Context: an optimization exercise on an open-source flow, tuned for small area and a short achievable clock period. The choices shown serve that exercise and are no tape-out recipe.
No functional check of the RTL was part of this run.
No activity file was given, so power comes from the tool's default toggle rates.

===== flow/design.v =====
module fetch_queue #(
  parameter int DEPTH = 16,
  parameter int XLEN  = 64
) (
  input  logic                     clk,
  input  logic                     rst,
  input  logic [XLEN-1:0]          in_instr1,
  input  logic [XLEN-1:0]          in_instr2,
  input  logic [XLEN-1:0]          in_instr3,
  input  logic [XLEN-1:0]          in_instr4,
  input  logic [XLEN-1:0]          in_target1,
  input  logic [XLEN-1:0]          in_target2,
  input  logic [XLEN-1:0]          in_target3,
  input  logic [XLEN-1:0]          in_target4,
  input  logic                     in_taken1,
  input  logic                     in_taken2,
  input  logic                     in_taken3,
  input  logic                     in_taken4,
  input  logic                     in_valid1,
  input  logic                     in_valid2,
  input  logic                     in_valid3,
  input  logic                     in_valid4,
  output logic                     in_ready,
  output logic                     fetch_stall,
  input  logic                     flush,
  output logic [XLEN-1:0]          out_instr1,
  output logic [XLEN-1:0]          out_instr2,
  output logic [XLEN-1:0]          out_target1,
  output logic [XLEN-1:0]          out_target2,
  output logic                     out_taken1,
  output logic                     out_taken2,
  output logic                     out_valid1,
  output logic                     out_valid2,
  input  logic                     dec_ready,
  output logic [$clog2(DEPTH):0]   count
);
  localparam int AW = $clog2(DEPTH);
  localparam int CW = AW + 1;
  localparam int EW = 2 * XLEN + 1;    
  localparam int NB = 4;               
  localparam int NR = DEPTH / NB;      
  localparam int NH = DEPTH / 2;       
  logic [CW-1:0]  r_count;
  logic           r_rdy, r_stall, r_v1, r_v2;    
  logic [DEPTH:0] r_coh;               
  logic [DEPTH-1:0] r_hoh, r_toh;      
  logic [EW-1:0]  r_o1, r_o2;          
  logic [EW-1:0]  r_e [DEPTH];         
  logic [EW-1:0] w_slot [4];
  logic [3:0]    w_v;
  logic          w_rdy, w_v1, w_v2, w_v3, w_v4;   
  logic [3:0]    w_env;                
  assign w_slot[0] = {in_taken1, in_target1, in_instr1};
  assign w_slot[1] = {in_taken2, in_target2, in_instr2};
  assign w_slot[2] = {in_taken3, in_target3, in_instr3};
  assign w_slot[3] = {in_taken4, in_target4, in_instr4};
  assign w_v       = {in_valid4, in_valid3, in_valid2, in_valid1};
  assign w_rdy = !(|r_coh[DEPTH:DEPTH-3]);
  assign w_v1  = !r_coh[0];
  assign w_v2  = !(r_coh[0] | r_coh[1]);
  assign w_v3  = !(r_coh[0] | r_coh[1] | r_coh[2]);
  assign w_v4  = !(r_coh[0] | r_coh[1] | r_coh[2] | r_coh[3]);
  assign w_env = {4{w_rdy}} & w_v;
  localparam int NG = 2;
  logic [NB*4-1:0]  w_sel [NG];        
  logic [NB*NR-1:0] w_we  [NG];        
  logic [6:0]       w_o1_sel [NG], w_o2_sel [NG];    
  logic [NH-1:0]    w_es [NG], w_os [NG];            
  function automatic int grp(input int i);
    grp = i * NG / EW;
  endfunction
  logic [EW-1:0] w_wdata [NB];
  for (genvar b = 0; b < NB; b++) begin : g_wd
    for (genvar i = 0; i < EW; i++) begin : g_bit
      fetch_queue_andor #(.N(4)) u_mux (
        .sel(w_sel[grp(i)][b*4 +: 4]),
        .d  ({w_slot[3][i], w_slot[2][i], w_slot[1][i], w_slot[0][i]}),
        .y  (w_wdata[b][i])
      );
    end
  end
  logic [EW-1:0] w_rd_even, w_rd_odd;  
  for (genvar p = 0; p < DEPTH; p++) begin : g_ent
    for (genvar i = 0; i < EW; i++) begin : g_bit
      always_ff @(posedge clk)
        if (w_we[grp(i)][(p % NB) * NR + p / NB]) r_e[p][i] <= w_wdata[p % NB][i];
    end
  end
  for (genvar i = 0; i < EW; i++) begin : g_rd
    logic [NH-1:0] de, dod;
    for (genvar k = 0; k < NH; k++) begin : g_k
      assign de[k]  = r_e[2 * k][i];
      assign dod[k] = r_e[2 * k + 1][i];
    end
    fetch_queue_andor #(.N(NH)) u_even (.sel(w_es[grp(i)]), .d(de),  .y(w_rd_even[i]));
    fetch_queue_andor #(.N(NH)) u_odd  (.sel(w_os[grp(i)]), .d(dod), .y(w_rd_odd[i]));
  end
  logic [EW-1:0] w_o1_nxt, w_o2_nxt;
  for (genvar i = 0; i < EW; i++) begin : g_o
    fetch_queue_andor #(.N(7)) u_o1 (
      .sel(w_o1_sel[grp(i)]),
      .d  ({w_slot[3][i], w_slot[2][i], w_slot[1][i], w_slot[0][i], w_rd_odd[i], w_rd_even[i], r_o1[i]}),
      .y  (w_o1_nxt[i])
    );
    fetch_queue_andor #(.N(7)) u_o2 (
      .sel(w_o2_sel[grp(i)]),
      .d  ({w_slot[3][i], w_slot[2][i], w_slot[1][i], w_slot[0][i], w_rd_odd[i], w_rd_even[i], r_o2[i]}),
      .y  (w_o2_nxt[i])
    );
  end
  always_ff @(posedge clk) begin
    r_o1 <= w_o1_nxt;
    r_o2 <= w_o2_nxt;
  end
  assign {out_taken1, out_target1, out_instr1} = r_o1;
  assign {out_taken2, out_target2, out_instr2} = r_o2;
  function automatic logic [DEPTH-1:0] rotl(input logic [DEPTH-1:0] x, input int n);
    rotl = (x << n) | (x >> (DEPTH - n));
  endfunction
  localparam int TW = DEPTH + NB + NB * NR;
  logic [TW-1:0] w_tc [5];
  logic [TW-1:0] w_t_nxt;
  always_comb begin
    logic [DEPTH-1:0] t;
    logic [NB-1:0]    tb;
    logic [NB*NR-1:0] wr;
    for (int n = 0; n < 5; n++) begin
      t = rotl(r_toh, n);
      for (int j = 0; j < NB; j++) begin
        tb[j] = 1'b0;
        for (int r = 0; r < NR; r++) tb[j] = tb[j] | t[NB * r + j];
      end
      for (int b = 0; b < NB; b++)
        for (int r = 0; r < NR; r++) begin
          wr[b*NR + r] = 1'b0;
          for (int d = 0; d < NB; d++) wr[b*NR + r] = wr[b*NR + r] | t[(NB * r + b - d + DEPTH) % DEPTH];
        end
      w_tc[n] = {t, tb, wr};
    end
    for (int j = 0; j < 4; j++)
      for (int n = 0; n < 4; n++)
        w_tc[n] = w_env[j] ? w_tc[n+1] : w_tc[n];
    w_t_nxt = w_tc[0];
  end
  localparam int KW = CW + 3 + DEPTH + 1;
  logic [KW-1:0] w_kc [7];
  logic [KW-1:0] w_kd [5];
  logic [KW-1:0] w_k_nxt;
  logic [2:0]    w_dsel;               
  assign w_dsel = dec_ready ? {w_v2, w_v1 & ~w_v2, ~w_v1} : 3'b001;
  always_comb begin
    logic [CW-1:0]  cc;
    logic           cr, c1, c2;
    logic [DEPTH:0] co;
    for (int e = 0; e < 7; e++) begin
      cc = '0;
      cr = 1'b0;
      c1 = 1'b0;
      c2 = 1'b0;
      co = '0;
      for (int k = 0; k <= DEPTH; k++) begin
        if (k + e - 2 >= 0 && k + e - 2 <= DEPTH) begin
          cc = cc | ({CW{r_coh[k]}} & CW'(k + e - 2));
          cr = cr | (r_coh[k] & (k + e - 2 <= DEPTH - 4));
          c1 = c1 | (r_coh[k] & (k + e - 2 >= 1));
          c2 = c2 | (r_coh[k] & (k + e - 2 >= 2));
          co[k + e - 2] = r_coh[k];
        end
      end
      w_kc[e] = {cc, cr, c1, c2, co};
    end
    for (int n = 0; n < 5; n++)
      w_kd[n] = ({KW{w_dsel[0]}} & w_kc[n + 2]) | ({KW{w_dsel[1]}} & w_kc[n + 1]) |
                ({KW{w_dsel[2]}} & w_kc[n]);
    for (int j = 0; j < 4; j++)
      for (int n = 0; n < 4; n++)
        w_kd[n] = w_env[j] ? w_kd[n+1] : w_kd[n];
    w_k_nxt = w_kd[0];
  end
  localparam int HW = DEPTH + 1;
  logic [HW-1:0] w_h_nxt;
  always_comb begin
    logic [DEPTH-1:0] h;
    logic             ho;
    w_h_nxt = '0;
    for (int j = 0; j < 3; j++) begin
      h  = rotl(r_hoh, j);
      ho = 1'b0;
      for (int i = 0; i < NH; i++) ho = ho | h[2 * i + 1];
      w_h_nxt = w_h_nxt | ({HW{w_dsel[j]}} & {h, ho});
    end
  end
  always_ff @(posedge clk) begin
    if (rst || flush) begin
      r_count <= '0;
      r_rdy   <= 1'b1;
      r_stall <= 1'b0;
      r_v1    <= 1'b0;
      r_v2    <= 1'b0;
      r_coh   <= (DEPTH+1)'(1);
      r_toh   <= DEPTH'(1);
      r_hoh   <= DEPTH'(1);
    end else begin
      {r_count, r_rdy, r_v1, r_v2, r_coh} <= w_k_nxt;
      r_stall <= !w_k_nxt[DEPTH + 3];
      r_toh   <= w_t_nxt[TW-1 -: DEPTH];
      r_hoh   <= w_h_nxt[HW-1:1];
    end
  end
  for (genvar g = 0; g < NG; g++) begin : g_sel
    fetch_queue_sel u_sel (
      .clk      (clk),
      .clr      (rst | flush),
      .tb_nxt   (w_t_nxt[NB*NR +: NB]),
      .wrow_nxt (w_t_nxt[NB*NR-1:0]),
      .hoh_nxt  (w_h_nxt[HW-1:1]),
      .hodd_nxt (w_h_nxt[0]),
      .coh_nxt  (w_k_nxt[DEPTH:0]),
      .v        (w_v),
      .dec_ready(dec_ready),
      .es       (w_es[g]),
      .os       (w_os[g]),
      .sel      (w_sel[g]),
      .we       (w_we[g]),
      .o1_sel   (w_o1_sel[g]),
      .o2_sel   (w_o2_sel[g])
    );
  end
  assign in_ready    = r_rdy;
  assign fetch_stall = r_stall;
  assign out_valid1  = r_v1;
  assign out_valid2  = r_v2;
  assign count       = r_count;
endmodule
module fetch_queue_andor #(
  parameter int N = 4
) (
  input  logic [N-1:0] sel,
  input  logic [N-1:0] d,
  output logic         y
);
  assign y = |(sel & d);
endmodule
module fetch_queue_sel (
  input  logic        clk,
  input  logic        clr,             
  input  logic [3:0]  tb_nxt,          
  input  logic [15:0] wrow_nxt,        
  input  logic [15:0] hoh_nxt,         
  input  logic        hodd_nxt,        
  input  logic [16:0] coh_nxt,         
  input  logic [3:0]  v,               
  input  logic        dec_ready,
  output logic [7:0]  es,              
  output logic [7:0]  os,              
  output logic [15:0] sel,             
  output logic [15:0] we,              
  output logic [6:0]  o1_sel,          
  output logic [6:0]  o2_sel
);
  logic [3:0]  tb;                     
  logic [15:0] wrow;                   
  logic        hodd;                   
  logic        rdy;                    
  logic        v1, v2, v3, v4;         
  logic [7:0]  es_nxt, os_nxt;
  for (genvar i = 0; i < 8; i++) begin : g_rd
    assign es_nxt[i] = hoh_nxt[(2 * i + 14) % 16] | hoh_nxt[(2 * i + 13) % 16];
    assign os_nxt[i] = hoh_nxt[(2 * i + 15) % 16] | hoh_nxt[(2 * i + 14) % 16];
  end
  always_ff @(posedge clk) begin
    if (clr) begin
      tb   <= 4'b0001;
      wrow <= 16'h1111;
      es   <= 8'b00000010;
      os   <= 8'b00000010;
      hodd <= 1'b0;
      rdy  <= 1'b1;
      v1   <= 1'b0;
      v2   <= 1'b0;
      v3   <= 1'b0;
      v4   <= 1'b0;
    end else begin
      tb   <= tb_nxt;
      wrow <= wrow_nxt;
      es   <= es_nxt;
      os   <= os_nxt;
      hodd <= hodd_nxt;
      rdy  <= !(|coh_nxt[16:13]);
      v1   <= !coh_nxt[0];
      v2   <= !(|coh_nxt[1:0]);
      v3   <= !(|coh_nxt[2:0]);
      v4   <= !(|coh_nxt[3:0]);
    end
  end
  logic [3:0] atl;                     
  assign atl[0] = |v;
  assign atl[1] = (v[0] & v[1]) | (v[2] & v[3]) | ((v[0] | v[1]) & (v[2] | v[3]));
  assign atl[2] = (v[0] & v[1] & (v[2] | v[3])) | (v[2] & v[3] & (v[0] | v[1]));
  assign atl[3] = &v;
  always_comb begin
    logic [3:0] x;
    for (int b = 0; b < 4; b++) begin
      for (int k = 0; k < 4; k++) begin
        for (int d = 0; d < 4; d++) x[d] = tb[(b - d + 4) % 4];    
        for (int j = 0; j < k; j++) x = v[j] ? (x >> 1) : x;
        sel[b*4 + k] = v[k] & x[0];
      end
      for (int r = 0; r < 4; r++) begin
        we[b*4 + r] = 1'b0;
        for (int d = 0; d < 4; d++)
          we[b*4 + r] = we[b*4 + r] | (rdy & wrow[b*4 + r] & tb[(b - d + 4) % 4] & atl[d]);
      end
    end
  end
  logic o1_hold, o1_s2, o1_c0;
  logic o2_hold, o2_s3, o2_c0, o2_c1;
  assign o1_hold = !dec_ready & v1;
  assign o1_s2   = dec_ready & v3;
  assign o1_c0   = !o1_hold & !o1_s2;
  assign o2_hold = !dec_ready & v2;
  assign o2_s3   = dec_ready & v4;
  assign o2_c0   = dec_ready ? (v3 & !v4) : (v1 & !v2);
  assign o2_c1   = !o2_hold & !o2_s3 & !o2_c0;
  always_comb begin
    logic [1:0] x;
    for (int k = 0; k < 4; k++) begin
      x = {o2_c1, o2_c0};              
      for (int j = 0; j < k; j++) x = v[j] ? {1'b0, x[1]} : x;
      o2_sel[3 + k] = v[k] & x[0];
      o1_sel[3 + k] = v[k] & o1_c0 & ((v & ((4'd1 << k) - 4'd1)) == 4'd0);
    end
  end
  assign o1_sel[2:0] = {o1_s2 & hodd, o1_s2 & !hodd, o1_hold};
  assign o2_sel[2:0] = {o2_s3 & !hodd, o2_s3 & hodd, o2_hold};
endmodule

===== flow/flow/run.sh =====
#!/bin/bash
# The standard layout, with three changes:
#  - plain buffers (instead of the delay-cell buffers buffer_ports picks by default) on the
#    input and output ports;
#  - sky130_fd_sc_hd__a222oi_1 (three series p-transistors, no stronger size to upsize to)
#    added to the platform's don't-use list, so synthesis maps the wide and-or muxes to
#    faster cells;
#  - MATCH_CELL_FOOTPRINT=0, so timing repair may size a cell up to a wider footprint.
set -euo pipefail
export BUFFER_PORTS_ARGS="-buffer_cell sky130_fd_sc_hd__buf_2"
platform_dont_use=$(sed -n '/^export DONT_USE_CELLS/,/^#/p' "$FLOW_HOME/platforms/sky130hd/config.mk" \
  | grep -o 'sky130_fd_sc_hd__[a-z0-9_]*' | tr '\n' ' ')
bash standard.sh "DONT_USE_CELLS=sky130_fd_sc_hd__a222oi_1 $platform_dont_use" MATCH_CELL_FOOTPRINT=0 finish > standard.log 2>&1

===== flow/standard.sh =====
#!/bin/bash
# synth_recipe.tcl (not shown) runs the flow's synth.tcl, then flattens the netlist and writes it again
# the make line also repeats each setting of config.mk as NAME=value (left out here)
make -C /OpenROAD-flow-scripts/flow DESIGN_CONFIG=/design/flow/config.mk WORK_HOME=/design/flow/orfs CLKGATE_MAP_FILE= SYNTH_SCRIPT=/design/flow/synth_recipe.tcl "${@:-finish}"

===== flow/config.mk =====
export PLATFORM = sky130hd
export DESIGN_NAME = fetch_queue
export DESIGN_NICKNAME = fetch_queue
export VERILOG_FILES = /design/flow/design.v
export SDC_FILE = /design/flow/constraint.sdc
export NUM_CORES = 8
export LEC_CHECK = 0
export CAP_MARGIN = 30
export CORE_MARGIN = 2
export CORE_UTILIZATION = 38
export CTS_CLUSTER_DIAMETER = 80
export CTS_CLUSTER_SIZE = 25
export PLACE_DENSITY = 0.5
export SETUP_SLACK_MARGIN = 3.8
export SLEW_MARGIN = 20
export SYNTH_HIERARCHICAL = 1
export TNS_END_PERCENT = 0

===== flow/constraint.sdc =====
create_clock -name core_clock -period 6.0 [get_ports {clk}]
set_input_delay 1.2000 -clock core_clock [delete_from_list [all_inputs] [get_ports {clk}]]
set_output_delay 1.2000 -clock core_clock [all_outputs]
set_load 0.01 [all_outputs]

==> impl_metrics.csv <==
group,metric,value,unit
status,status,"finished clean",
floorplan,die_x,530,um
logic_synthesis,synthesis.nets,8348,
sta,slew_headroom,23.7,%
hold_path,hp-class,"reg -> reg",
sta,finalCritPeriodShare,46.3,%
floorplan,boundaryPins,791,
clock_tree,path_clk_slew,0.09,ns
placed_design,post-dp-hpwl,284000,um
global_route,track_usage,35.5,%
flow_run,drv_cap,0,
pwr,power_density,332,nW/um^2
pwr,p_leak,42.4,nW
detailed_routing,firstDrtPassIters,7,
global_route,antenna_found_initial,122,
final_layout,nets,9608,
placed_design,gp_congestion,0.880,
floorplan,rows,193,
global_route,gr-total-overflow,0,
clock_tree,cts_root_buf,"clkbuf_16",
logic_synthesis,synth_area,105000,um^2
pwr,irDropWorstVdd,0.320,mV
floorplan,core_area,276000,um^2
critical_path,r2r-end,"r_e[10][85]",
sta,fin_crit,2.78,ns
global_route,first_global_vias,86788,
detailed_routing,post_drt_via_cell_ratio,7.03,
clock_tree,clock_latency,0.86,ns
critical_path,required,6.79,ns
sta,grt_setup_unrepaired,"true",
sta,tns,0,ns
sta,report.final.slew_viol_count,0,
global_route,grt_pass1_wl,700000,um
clock_tree,htree_levels,4,
final_layout,fill_cells,25107,
clock_tree,numCtsBuffers,142,
clock_tree,cts_buffer_depth,3,
critical_path,critical_path_class,"in -> reg",
detailed_routing,drcViolationCount,0,
critical_path,cp_max_fo,64,
final_layout,area_growth,19.0,%
clock_tree,clock_sink_count,2463,
hold_path,whs_endpoint,"r_o2[20]",
placed_design,dp_slack,1.32,ns
logic_synthesis,ys_warn_count,27,
floorplan,die_h,530,um
critical_path,r2r_start,"g_sel[1].u_sel.tb[2]",
sta,fin_ws,3.22,ns
final_layout,final_cell_mix,"2851 x a22oi_1, 2064 x edfxtp_1, 878 x nand2_1, 767 x buf_2, 530 x nand4_1",
critical_path,critPathArrivalTime,3.57,ns
placed_design,io_buffers,790,
critical_path,rrSetupSlack,3.28,ns
logic_synthesis,syn_inst,7824,
global_route,grt_max_degree,87,
hold_path,holdPathStages,2,
critical_path,r2r_cells,5,
critical_path,endpoint_kind,"flip-flop",
critical_path,cp-startpoint,"in_valid3",
detailed_routing,num_vias,91293,
sta,hold_viol_final,0,
sta,tightest_slew,1.14,ns
detailed_routing,totalWireLength,515000,um
logic_synthesis,avgSynthCellArea,13.4,um^2
sta,setup_viol,0,
floorplan,die_area,281000,um^2
detailed_routing,drt-initial-drc-count,15139,
clock_tree,ctsHoldBuffers,0,
final_layout,layout-drive-gt1-share,20.1,%
clock_tree,cts_tree,"built",
sta,fmaxAchievable,360,MHz
sta,fin_skew,0.0588,ns
critical_path,startpoint_type,"primary input",
detailed_routing,avgRoutedWirePerCell,39.7,um
final_layout,final_common_cell,"a22oi_1",
hold_path,min_from,"r_o2[20]",
floorplan,start_util,38.1,%
detailed_routing,ant_nets,0,
-- registers in the layout, summed over array words and instances (netlist names), 16 cells and up --
signal / cells
g_sel.u_sel.es: 16
g_sel.u_sel.os: 16
g_sel.u_sel.wrow: 32
r_coh: 17
r_e: 2064
r_hoh: 16
r_o1: 129
r_o2: 129
r_toh: 16
-- worst max-delay path: stages --
cell	delay, ns
buf_2	0.19
buf_12	0.22
inv_1	0.31
nand2_1	0.11
a2111o_1	0.46
o21ai_4	0.09
buf_16	0.31
a22oi_1	0.16
nand4_1	0.13
-- power breakdown --
| group | switching (mW) | total (mW) | internal [mW] |
|---|---|---|---|
| Clock | 6.35 | 11.4 | 5.04 |
| Combinational | 5.78 | 8.15 | 2.37 |
| Sequential | 0.826 | 21.9 | 21.1 |
-- per-layer routing --
metal  up-vias  global-route usage [%]  share of wire [%]  routed length, um
met1     46295                    48.1                 39             199000
met4        44                    17.7                5.5              28600
met2      7389                    51.4                 43             220000
li1      36104                       -                  -                  -
met3      1461                    10.7                 13              67600
met5         -                       0              0.057                292
-- through the flow --
step / instances / hold WS (ns) / power (mW) / cell area [um^2] / util (%)
6_report: 12981 / 0.515 / 41.5 / 125000 / 45.3
5_1_grt: 12961 / 0.534 / 42.6 / 125000 / 45.3
4_1_cts: 12888 / 0.515 / 41.2 / 124000 / 45.1
3_5_place_dp: 12413 / 0.493 / 29.4 / 116000 / 42.1
3_3_place_gp: 12400 / 0.487 / 29.2 / 116000 / 42.0
2_1_floorplan: 7824 / 0.551 / 25.5 / 105000 / -
-- layout make-up --
cell class	count	area [um^2]	share of cell area (%)
Antenna cell	79	198	0.158
Clock buffer	178	3780	3.03
Clock inverter	79	1070	0.856
Inverter	24	113	0.0901
Multi-Input combinational cell	5238	35800	28.6
Sequential cell	2463	70200	56.2
Tap cell	3705	4640	3.71
Timing Repair Buffer	1215	9170	7.34
-- timing repair --
| item | in CTS | in global routing |
|---|---|---|
| cloned | 49 | 1 |
| gates resized for setup | 314 | 50 |
| pin swaps | 68 | 11 |
| setup buffers | 169 | 12 |
| endpoints found under the setup margin | 4794 | 4778 |
-- worst max path at each step --
stage            endpoint  slack, ns  depth (start not counted)
5_1_grt          r_coh[7]       3.21                         10
3_3_place_gp   r_e[4][23]       1.37                          7
3_5_place_dp   r_e[4][23]       1.32                          7
4_1_cts          count[4]       3.36                          1
6_report        r_o2[105]       3.22                          9
2_1_floorplan   r_e[0][0]       1.88                          7

[what the ideal ports hide]
No port has a modelled driver above. Below, the same layout with a new extraction and two added sets of constraints. Step 1 sets driving cells, clkbuf_16 on the clock port and buf_2 on the other inputs (assumed; they add their load-dependent delay and slew). Step 2 moves the port delays by t, midway between the first and last clock arrival at a register: inputs arrive t later, outputs are due t later. That takes back most of the time a late clock gives input paths. Three values: no drivers, after step 1, after step 2; two values: the first two.
t (ns): 0.934
setup WS [ns]: 3.220 / 3.177 / 2.243
worst setup path at the end: input to register
After both steps this run still meets setup and hold. For this run, drivers alone change the setup slack by -0.043 ns; drivers and shift together by -0.977 ns.
